Context: an optimization exercise on an open-source flow, tuned for small area, a short achievable clock period and few clock cycles per item. The choices shown serve that exercise and are no tape-out recipe.
In this exercise RTL edits were held to simulation tests only and were not proved equivalent to the original.
No activity file was given, so power comes from the tool's default toggle rates.

// sha1_byte_stream_hasher
module sha1_byte_stream_hasher (
    input  logic        aclk,
    input  logic        aresetn,
    input  logic        s_tvalid,
    output logic        s_tready,
    input  logic [7:0]  s_tdata,    
    input  logic        s_tuser,    
    output logic        m_tvalid,
    input  logic        m_tready,
    output logic [39:0] m_tdata,    
    output logic        m_tlast     
);
    logic        drain, drain_end;
    logic        blk_full, blk_first, blk_last;
    logic [31:0] blk_top;
    sha1bs_ctrl u_ctrl (
        .aclk      (aclk),
        .aresetn   (aresetn),
        .s_tvalid  (s_tvalid),
        .s_tready  (s_tready),
        .s_tdata   (s_tdata),
        .s_tuser   (s_tuser),
        .drain     (drain),
        .drain_end (drain_end),
        .blk_full  (blk_full),
        .blk_top   (blk_top),
        .blk_first (blk_first),
        .blk_last  (blk_last)
    );
    sha1bs_datapath u_datapath (
        .aclk      (aclk),
        .aresetn   (aresetn),
        .blk_full  (blk_full),
        .blk_top   (blk_top),
        .blk_first (blk_first),
        .blk_last  (blk_last),
        .drain     (drain),
        .drain_end (drain_end),
        .m_tvalid  (m_tvalid),
        .m_tready  (m_tready),
        .m_tdata   (m_tdata),
        .m_tlast   (m_tlast)
    );
endmodule
Size: roughly 4400 cells after synthesis, about 55000 µm² of cells after synthesis.
Settings: LEC_CHECK=0, ABC_CLOCK_PERIOD_IN_PS=3000, CAP_MARGIN=20, CORE_MARGIN=2, CORE_UTILIZATION=40, PLACE_DENSITY=0.6, SLEW_MARGIN=20; clock period 7.0 ns.
run.sh (not shown) runs the stock make flow with config.mk's settings and CLKGATE_MAP_FILE= SYNTH_SCRIPT=/design/flow/synth_recipe.tcl, a recipe that flattens the netlist after the stock synthesis.
Testbench counts at the start, summed over its fixed seeds: cycles 81,053, bytes 53,936.
Edit:
- SETUP_SLACK_MARGIN: default -> 3.0
Effect: Power increases by about a fifth; clock-buffer cell count increases by 13; worst hold slack got worse by 0.0063 ns; first-iteration DRC count increases by a few percent; via count increases by a few percent; area after synthesis is unchanged; core utilization increases by 3.5 points; clock power hardly moves; die area does not change; flip-flop and latch count stays the same; fmax increases by a quarter to a third.

* * *

## JK
Another version of the RTL of sha1_byte_stream_hasher (not shown whole).
Size in the first run: ~6100 cells after synthesis, ~1700 flip-flops, roughly 56 I/O pins, about 64000 um2 of cells after synthesis.
export LEC_CHECK = 0
export ABC_AREA = 1
export CAP_MARGIN = 20
export CORE_MARGIN = 2
export CORE_UTILIZATION = 40
export CTS_CLUSTER_DIAMETER = 100
export CTS_CLUSTER_SIZE = 24
export PLACE_DENSITY = 0.6
export SETUP_SLACK_MARGIN = 4.05
export SLEW_MARGIN = 20
create_clock -name core_clock -period 7.0 [get_ports {aclk}]
Testbench counts of JK, summed over its fixed seeds: cycles 77,205, bytes 53,936.
### JK -> MS
- CTS_CLUSTER_DIAMETER changed from 100 to 90
- SETUP_SLACK_MARGIN changed from 4.05 to 3.9
- CTS_CLUSTER_SIZE changed from 24 to 20
- PLACE_DENSITY changed from 0.6 to 0.65
Findings:
Compared JK against MS; placement-stage cell area within noise.
Per the comparison of MS with JK, part of the power in combinational logic now sits lower; via count saw an increase.
Fmax | MS vs JK | MS slower
Power density of the placed cells for MS: 1.5% up relative to JK
Number of inverters outside the clock class in the layout: JK vs MS, no meaningful difference
Power of the sequential group essentially unchanged between MS and JK.
Minimum clock period after layout (lower): JK
Lower number of buffers created by CTS goes to JK over MS.

* * *

## old
sha1_byte_stream_hasher, a different RTL version from the one above (not shown whole).
Size in the first run: roughly 4700 cells after synthesis, ~1500 flip-flops, about 0.057 sq mm of cells after synthesis.
clock: 7.0 ns
lec_check: 0
cap_margin: 20
core_margin: 2
core_utilization: 55
place_density: 0.72
setup_slack_margin: 3.0
slew_margin: 20
Testbench counts of old, summed over its fixed seeds: cycles 77,189, bytes 53,936.
Input-level comparison between new and old:
Settings: PLACE_DENSITY changed from 0.72 to 0.6; CORE_UTILIZATION changed from 55 to 40.
[summary]
- old ended up with fewer cell instances than new did.
- [compare] base=old new=new: length in cells of the worst reg-to-reg path dropped 1, number of fillers in the final layout went up by 66%, number of violations reported at the end of detailed-routing iteration 0 fell by 849, relative area of non-clock buffer cells in the final design moved down.
- new gives more total wire length than old did.
- Of old and new, the run reporting the lower worst setup margin was old.
- | first-pass GRT wire length | new vs old | worse |
- Looking at count of clock-buffer cells in the layout, new sits 4.1% higher than old does.
- Re headroom to the max-slew limit: new is 3.3 points down on old.
- u_datapath.a_q[28]$_SDFF_PP0_ as the capture point of the worst path was reported by old, and u_datapath.h_q[27]$_DFFE_PP_ by new.

==> separate check: timing with driven ports <==
In the flow no input, the clock included, has a driving cell. The finished layouts below were timed again as built, in two steps.
Step 1 assumes that a clkbuf_16 drives the clock port and a buf_2 every other input.
Step 2, shift: input delay + t, output delay - t, t = (earliest + latest rising clock arrival at the registers) / 2. This alone moves slack from input paths to output paths.
Slacks: ideal ports / drivers / drivers and shift; pairs: ideal ports / drivers.
run | t, ns | slack for setup (ns) | worst setup path at the end | clock arrival spread, ns
the first run of note 1 | 0.822 | 1.094 / 1.094 / 1.094 | register to register | 0.048 / 0.048
the second run of note 1 | 0.831 | 2.460 / 2.460 / 2.422 | input to register | 0.058 / 0.058
JK | 0.805 | 3.903 / 3.903 / 3.233 | input to register | 0.052 / 0.051
MS | 0.829 | 3.782 / 3.782 / 3.120 | input to register | 0.059 / 0.059
old | 0.837 | 2.581 / 2.581 / 2.581 | register to register | 0.037 / 0.037
new | 0.849 | 2.749 / 2.749 / 2.749 | register to register | 0.042 / 0.041
After both steps every run listed still meets setup and hold. For JK, which loses most, drivers alone change the setup slack by 0.000 ns; drivers and shift together by -0.670 ns.
